This is an optimization exercise on Yosys and OpenROAD, whose aim is a short achievable clock period and few clock cycles, not a production implementation.
The RTL was checked by simulation tests, not by an equivalence proof against the original design.
Power figures rest on the tool's default switching activity, not on a simulated workload.

before:
Design mipsTop, start of the top module:
module mipsTop (
	input  logic        clk,
	input  logic        rstN,
	output logic [31:0] instrAddr,
	input  logic [31:0] instr,
	output logic        rwValid,
	output logic [31:0] rwPc,
	output logic [4:0]  rwAddr,
	output logic [31:0] rwData,
	output logic        mwValid,
	output logic [31:0] mwPc,
	output logic [31:0] mwAddr,
	output logic [31:0] mwData
);
clock: 8.0 ns
lec_check: 0
abc_clock_period_in_ps: 1000
cap_margin: 20
cell_pad_in_sites_detail_placement: 1
core_margin: 2
core_utilization: 35
setup_slack_margin: 5
slew_margin: 20
run.sh (not shown) runs the stock make flow with config.mk's settings and CLKGATE_MAP_FILE= SYNTH_SCRIPT=/design/flow/synth_recipe.tcl, a recipe that flattens the netlist after the stock synthesis.
Testbench counts of before, summed over its fixed seeds: cycles 13,304.
Modified inputs, after compared to before
-- flow/design.v --
<<< before, line 31
	logic        dMemF;         
	logic        dRsRtF;        
	logic [15:0] dTgtLo;        
	logic        dTgtInc;       
	logic        dTgtDec;       
	logic        e1Wr;
	logic [4:0]  e1Dest;
>>> after, line 31
	logic        dMemF;         
	logic        dRsRtF;        
	logic        e1Wr;
	logic [4:0]  e1Dest;
<<< before, line 87
	logic [31:2] pcInc;
	logic [31:1] fRsOh, fRtOh;
	logic [17:0] fTgtX;
	logic [31:0] fRs, fRt;
	assign pcInc     = pc + 30'd1;
	assign instrAddr = {pc, 2'b00};
	assign fTgtX = {1'b0, pc[17:2], 1'b1} + {1'b0, instr[15:0], 1'b1};
	always_comb begin
		for (int i = 1; i < 32; i++) begin
>>> after, line 84
	logic [31:2] pcInc;
	logic [31:1] fRsOh, fRtOh;
	logic [31:0] fRs, fRt;
	assign pcInc     = pc + 30'd1;
	assign instrAddr = {pc, 2'b00};
	always_comb begin
		for (int i = 1; i < 32; i++) begin
<<< before, line 114
	logic [15:0] dRsLo, dRtLo;       
	logic        stall, dTaken, dDefer, dEq, redirect;
	logic [31:18] tgtHi;
	logic [31:2] dTarget;
>>> after, line 109
	logic [15:0] dRsLo, dRtLo;       
	logic        stall, dTaken, dDefer, dEq, redirect;
	logic [16:0] tgtLo;
	logic [31:18] tgtHi;
	logic [31:2] dTarget;
<<< before, line 137
	assign stall = !dKill && dMemF && dH1Rs;
	assign dEa   = dRsLo[7:0] + dInstr[7:0];
	always_comb begin
		if (dTgtInc)
			tgtHi = dPc[31:18] + 14'd1;
		else if (dTgtDec)
			tgtHi = dPc[31:18] - 14'd1;
		else
			tgtHi = dPc[31:18];
	end
	assign dTarget = {tgtHi, dTgtLo};
	always_comb begin
		if (dH3Rs)
>>> after, line 133
	assign stall = !dKill && dMemF && dH1Rs;
	assign dEa   = dRsLo[7:0] + dInstr[7:0];
	assign tgtLo = 17'(({1'b0, dPc[17:2], 1'b1} + {1'b0, dInstr[15:0], 1'b1}) >> 1);
	always_comb begin
		if (tgtLo[16] && !dInstr[15])
			tgtHi = dPc[31:18] + 14'd1;
		else if (!tgtLo[16] && dInstr[15])
			tgtHi = dPc[31:18] - 14'd1;
		else
			tgtHi = dPc[31:18];
	end
	assign dTarget = {tgtHi, tgtLo[15:0]};
	always_comb begin
		if (dH3Rs)
<<< before, line 252
				dMemF  <= (instr[31:26] == 6'h23) || (instr[31:26] == 6'h2b);
				dRsRtF <= (instr[25:21] == instr[20:16]);
				dTgtLo  <= fTgtX[16:1];
				dTgtInc <= fTgtX[17] && !instr[15];
				dTgtDec <= !fTgtX[17] && instr[15];
				dRsF   <= fRs;
				dRtF   <= fRt;
>>> after, line 249
				dMemF  <= (instr[31:26] == 6'h23) || (instr[31:26] == 6'h2b);
				dRsRtF <= (instr[25:21] == instr[20:16]);
				dRsF   <= fRs;
				dRtF   <= fRt;
## What came out
Number of synthesized flops with an enable pin went down by more than 10% going from before to after. Share of power burned in combinational logic for after: 0.4 points up relative to before. Status: utilization parity (before, after). | fraction of power spent switching nets | lower: before |. Against before, after reports a clock network fraction of design power that is lower. Sort after and before by critical path depth, ascending, and after comes first. after against before: worst setup slack lower; detailed-placement wirelength estimate roughly the same. On count of clock-buffer cells in the layout, the higher figure sits with before, not after. Placeable core region sits lower in after than in before. after vs before: full die area down slightly. The run with more routed wire is before, not after.
Testbench counts of after, summed over its fixed seeds: cycles 13,304.

## what the ideal ports hide
The results above use ideal ports. As a check the final layouts listed here were re-extracted and re-timed, cells and wires unchanged.
Step 1 sets driving cells, clkbuf_16 on the clock port and buf_2 on the other inputs (assumed; they add their load-dependent delay and slew).
Step 2, shift: input delay + t, output delay - t, t = (earliest + latest rising clock arrival at the registers) / 2. This alone moves slack from input paths to output paths.
Slacks: ideal ports / drivers / drivers and shift; pairs: ideal ports / drivers.
run	shift t [ns]	setup slack, ns	clock arrival spread, ns	cell pins on the clock port's net
before	1.175	4.439 / 4.439 / 3.743	0.167 / 0.167	1
after	1.163	4.380 / 4.380 / 3.834	0.091 / 0.091	1
After both steps every run listed still meets setup and hold. The setup slack of before, which loses most, moves by 0.000 ns with the drivers and by -0.696 ns with both steps.
